This design comes from an exercise in tuning for small area on the open sky130 flow, not from production work.
Function was checked by simulation only, so behaviour that the tests miss may differ from the original.
No activity file was given, so power comes from the tool's default toggle rates.

Design rf_writeback, start of the top module:
module rf_writeback (
  input  logic                     clk,
  input  logic                     rst,
  input  cpu_types_pkg::reg_idx_t  rs1_addr,
  input  cpu_types_pkg::reg_idx_t  rs2_addr,
  input  logic                     rs1_used,
  input  logic                     rs2_used,
  output logic [31:0]              rs1_data,
  output logic [31:0]              rs2_data,
  input  logic                     issue_valid,
  input  cpu_types_pkg::reg_idx_t  issue_rd,
  input  logic                     issue_long,
  input  logic                     wb_valid,
  input  cpu_types_pkg::reg_idx_t  wb_rd,
  input  logic [31:0]              wb_data,
  input  logic                     kill_valid,
  input  cpu_types_pkg::reg_idx_t  kill_rd,
  output logic                     stall,
  output logic [31:0]              busy_vec
);
Size in the first run: ~1100 flip-flops, ~42000 sq um of cells after synthesis.
Settings: LEC_CHECK=0, CAP_MARGIN=20, CORE_MARGIN=2, CORE_UTILIZATION=45, CTS_BUF_LIST=sky130_fd_sc_hd__clkbuf_4 sky130_fd_sc_hd__clkbuf_8, SETUP_SLACK_MARGIN=0.1, SLEW_MARGIN=20, SYNTH_HIERARCHICAL=1; clock period 5.0 ns.
standard.sh (not shown) runs the stock make flow with config.mk's settings and CLKGATE_MAP_FILE= SYNTH_SCRIPT=/design/flow/synth_recipe.tcl, a recipe that flattens the netlist after the stock synthesis.
==> flow/flow/run.sh <==
#!/bin/bash
set -euo pipefail
export BUFFER_PORTS_ARGS="-buffer_cell sky130_fd_sc_hd__buf_2"
bash standard.sh finish > standard.log 2>&1
The first run completed, yet does not pass: negative setup slack.
Change:
==> flow/run.sh (new file) <==
#!/bin/bash
# synth_recipe.tcl (not shown) runs the flow's synth.tcl, then flattens the netlist and writes it again
# the make line also repeats each setting of config.mk as NAME=value (left out here)
make -C /OpenROAD-flow-scripts/flow DESIGN_CONFIG=/design/flow/config.mk WORK_HOME=/design/flow/orfs CLKGATE_MAP_FILE= SYNTH_SCRIPT=/design/flow/synth_recipe.tcl finish
removed: flow/flow/run.sh
removed: flow/standard.sh
=> Now the flow passed the timing, DRC and antenna checks; power came out higher by a few percent; hold slack gains 0.28 ns; cell area went up by roughly a tenth.

========
## branch ember
The RTL this note starts from:
==> flow/design.v <==
package cpu_types_pkg;
  localparam int XLEN = 32;
  typedef logic [4:0] reg_idx_t;
  typedef logic [XLEN-1:0] xlen_t;
  localparam reg_idx_t REG_ZERO = 5'd0;
endpackage
module rf_scoreboard (
  input  logic                     clk,
  input  logic                     rst,
  input  cpu_types_pkg::reg_idx_t  rs1_addr,
  input  cpu_types_pkg::reg_idx_t  rs2_addr,
  input  logic                     rs1_used,
  input  logic                     rs2_used,
  input  logic                     issue_valid,
  input  cpu_types_pkg::reg_idx_t  issue_rd,
  input  logic                     issue_long,
  input  logic                     wb_valid,
  input  cpu_types_pkg::reg_idx_t  wb_rd,
  input  logic [31:1]              wb_dec,
  input  logic                     kill_valid,
  input  cpu_types_pkg::reg_idx_t  kill_rd,
  output logic                     stall,
  output logic [31:0]              busy_vec
);
  logic [31:1] busy_q, iss_dec, kill_dec;
  logic [31:0] busy_all;
  logic raw1, raw2, waw, issue_lv, set_en;
  always_comb begin
    for (int i = 1; i < 32; i++) begin
      iss_dec[i]  = (issue_rd == i);
      kill_dec[i] = kill_valid & (kill_rd == i);
    end
    busy_all = {busy_q, 1'b0};
    issue_lv = issue_valid & issue_long;
    raw1 = rs1_used & busy_all[rs1_addr] & ~(wb_valid & (wb_rd == rs1_addr));
    raw2 = rs2_used & busy_all[rs2_addr] & ~(wb_valid & (wb_rd == rs2_addr));
    waw  = issue_lv & busy_all[issue_rd] & ~(wb_valid & (wb_rd == issue_rd));
    stall = raw1 | raw2 | waw;
    set_en = issue_lv & ~stall;
  end
  always_ff @(posedge clk or posedge rst) begin
    if (rst) busy_q <= '0;
    else busy_q <= (busy_q & ~wb_dec & ~kill_dec) | ({31{set_en}} & iss_dec);
  end
  assign busy_vec = {busy_q, 1'b0};
endmodule
module rf_hold (
  input  logic we,
  input  logic we_n,
  input  logic x,
  input  logic q,
  output logic nxt
);
  assign nxt = ~((q | we) & (x | we_n));
endmodule
module rf_and3 (
  input  logic a,
  input  logic b,
  input  logic c,
  output logic y
);
  assign y = a & b & c;
endmodule
module rf_rdok (
  input  logic v,
  input  logic wa,
  input  logic wb,
  output logic y
);
  assign y = v & ~(wa & wb);
endmodule
module rf_aoi3 (
  input  logic [2:0] sel,
  input  logic [2:0] d,
  output logic       y_n
);
  assign y_n = ~|(sel & d);
endmodule
module rf_aoi2 (
  input  logic [1:0] sel,
  input  logic [1:0] d,
  output logic       y_n
);
  assign y_n = ~|(sel & d);
endmodule
module rf_rdbit (
  input  logic [31:0] sel,
  input  logic [31:0] d,
  input  logic        inv,
  output logic        y
);
  logic [10:0] t_n;
  for (genvar g = 0; g < 10; g++) begin : g_aoi
    rf_aoi3 u_aoi (.sel(sel[3*g +: 3]), .d(d[3*g +: 3]), .y_n(t_n[g]));
  end
  rf_aoi2 u_aoi_last (.sel(sel[31:30]), .d(d[31:30]), .y_n(t_n[10]));
  assign y = (~&t_n) ^ inv;
endmodule
module rf_writeback (
  input  logic                     clk,
  input  logic                     rst,
  input  cpu_types_pkg::reg_idx_t  rs1_addr,
  input  cpu_types_pkg::reg_idx_t  rs2_addr,
  input  logic                     rs1_used,
  input  logic                     rs2_used,
  output logic [31:0]              rs1_data,
  output logic [31:0]              rs2_data,
  input  logic                     issue_valid,
  input  cpu_types_pkg::reg_idx_t  issue_rd,
  input  logic                     issue_long,
  input  logic                     wb_valid,
  input  cpu_types_pkg::reg_idx_t  wb_rd,
  input  logic [31:0]              wb_data,
  input  logic                     kill_valid,
  input  cpu_types_pkg::reg_idx_t  kill_rd,
  output logic                     stall,
  output logic [31:0]              busy_vec
);
  logic [31:0] regs_q [1:31];    
  logic [31:0] regs_d [1:31];
  logic [31:1] valid_q;
  logic        phase_q;
  logic [31:0] wb_x;             
  logic [31:1] we, rd_ok;
  logic [31:0] sel1, sel2;
  logic        inv1, inv2;
  logic [31:0] valid_all;
  logic [3:0] lo1, lo2, wlo;
  logic [7:0] whi;           
  logic [7:0] hi1, hi2;           
  always_comb begin
    wb_x = wb_data ^ {32{phase_q}};
    valid_all = {valid_q, 1'b0};
    for (int j = 0; j < 4; j++) begin
      lo1[j] = (rs1_addr[1:0] == j);
      lo2[j] = (rs2_addr[1:0] == j);
    end
    for (int j = 0; j < 8; j++) begin
      hi1[j] = (rs1_addr[4:2] == j);
      hi2[j] = (rs2_addr[4:2] == j);
    end
    sel1[0] = wb_valid & (wb_rd == rs1_addr) & (rs1_addr != 5'd0);
    sel2[0] = wb_valid & (wb_rd == rs2_addr) & (rs2_addr != 5'd0);
    for (int j = 0; j < 4; j++) wlo[j] = wb_valid & (wb_rd[1:0] == j);
    for (int j = 0; j < 8; j++) whi[j] = (wb_rd[4:2] == j);
    for (int i = 1; i < 32; i++) we[i] = wlo[i % 4] & whi[i / 4];
    inv1 = phase_q & (sel1[0] | valid_all[rs1_addr]);
    inv2 = phase_q & (sel2[0] | valid_all[rs2_addr]);
  end
  for (genvar i = 1; i < 32; i++) begin : g_sel
    rf_rdok u_ok (.v(valid_q[i]), .wa(wlo[i % 4]), .wb(whi[i / 4]), .y(rd_ok[i]));
    rf_and3 u_sel1 (.a(lo1[i % 4]), .b(hi1[i / 4]), .c(rd_ok[i]), .y(sel1[i]));
    rf_and3 u_sel2 (.a(lo2[i % 4]), .b(hi2[i / 4]), .c(rd_ok[i]), .y(sel2[i]));
  end
  for (genvar b = 0; b < 32; b++) begin : g_rd
    logic [31:0] col;
    always_comb begin
      col[0] = wb_x[b];
      for (int i = 1; i < 32; i++) col[i] = regs_q[i][b];
    end
    rf_rdbit u_rd1 (.sel(sel1), .d(col), .inv(inv1), .y(rs1_data[b]));
    rf_rdbit u_rd2 (.sel(sel2), .d(col), .inv(inv2), .y(rs2_data[b]));
  end
  for (genvar i = 1; i < 32; i++) begin : g_row
    for (genvar b = 0; b < 32; b++) begin : g_bit
      rf_hold u_hold (.we(we[i]), .we_n(~we[i]), .x(wb_x[b]), .q(regs_q[i][b]), .nxt(regs_d[i][b]));
    end
  end
  always_ff @(posedge clk) begin
    for (int i = 1; i < 32; i++) regs_q[i] <= regs_d[i];
  end
  always_ff @(posedge clk or posedge rst) begin
    if (rst) begin
      valid_q <= '0;
      phase_q <= 1'b0;
    end else begin
      valid_q <= valid_q | we;
      phase_q <= ~phase_q;
    end
  end
  rf_scoreboard u_sb (
    .clk(clk), .rst(rst),
    .rs1_addr(rs1_addr), .rs2_addr(rs2_addr), .rs1_used(rs1_used), .rs2_used(rs2_used),
    .issue_valid(issue_valid), .issue_rd(issue_rd), .issue_long(issue_long),
    .wb_valid(wb_valid), .wb_rd(wb_rd), .wb_dec(we), .kill_valid(kill_valid), .kill_rd(kill_rd),
    .stall(stall), .busy_vec(busy_vec)
  );
endmodule
Settings: LEC_CHECK=0, CAP_MARGIN=20, CORE_MARGIN=2, CORE_UTILIZATION=50, CTS_BUF_LIST=sky130_fd_sc_hd__clkbuf_8, CTS_CLUSTER_DIAMETER=50, CTS_CLUSTER_SIZE=14, SETUP_SLACK_MARGIN=0.25, SLEW_MARGIN=20, SYNTH_HIERARCHICAL=1; clock period 5.0 ns.
==> flow/flow/run.sh <==
#!/bin/bash
set -euo pipefail
export BUFFER_PORTS_ARGS="-buffer_cell sky130_fd_sc_hd__buf_2"
bash standard.sh finish > standard.log 2>&1
Changes in branch yarrow relative to branch ember:
Settings: a change of CTS_CLUSTER_SIZE from 14 to 24; a change of CTS_CLUSTER_DIAMETER from 50 to 80; a change of CTS_BUF_LIST from sky130_fd_sc_hd__clkbuf_8 to sky130_fd_sc_hd__clkbuf_16.
### Flow results
- The total vias in the final route of branch yarrow was superior to that of branch ember.
- Diff branch ember -> branch yarrow: final cell utilization of the core dropped 1.4 points; clock-buffer cell count dropped 56%.
- | filler cell count in the final layout | branch yarrow vs branch ember | 103 higher |
- Changes observed in branch yarrow relative to branch ember: non-clock buffer count saw little to no change, sequential share of layout area went up 1.0 points, switching share of total power did not really move, worst hold slack increased 0.19 ns, final area -2.3%.
- Summary — met3 track demand over resource in global routing, branch yarrow relative to branch ember: lower, by 1.3 points.

-- port drivers added, routing unchanged --
How much do the figures lean on ideal ports? The routed layouts below were timed once more, with nothing changed but the port constraints. Step 1 (the two cells are an assumption about what drives the block):
set clk [get_ports {clk}]
set_driving_cell -lib_cell sky130_fd_sc_hd__clkbuf_16 $clk
set_driving_cell -lib_cell sky130_fd_sc_hd__buf_2 [delete_from_list [all_inputs] $clk]
Step 2 times the ports against the registers' clock, not the clock port: input delays grow and output delays shrink by t, the midpoint of the rising clock arrivals with the driver on. a / b / c = no drivers / after step 1 / after step 2; a / b = the first two.
run | shift t [ns] | setup WS [ns] | worst setup path after step 2 | worst slew at a driven data input, ns
the first run of note 1 | 0.963 | -0.008 / -0.092 / -0.092 | input to output | 0.08
the second run of note 1 | 0.954 | 0.084 / 0.056 / 0.056 | input to output | 0.07
branch ember | 0.913 | 0.186 / 0.160 / 0.160 | input to output | 0.09
branch yarrow | 0.742 | 0.219 / 0.187 / 0.187 | input to output | 0.09
For the first run of note 1, which loses most, drivers alone change the setup slack by -0.084 ns; drivers and shift together by -0.084 ns.
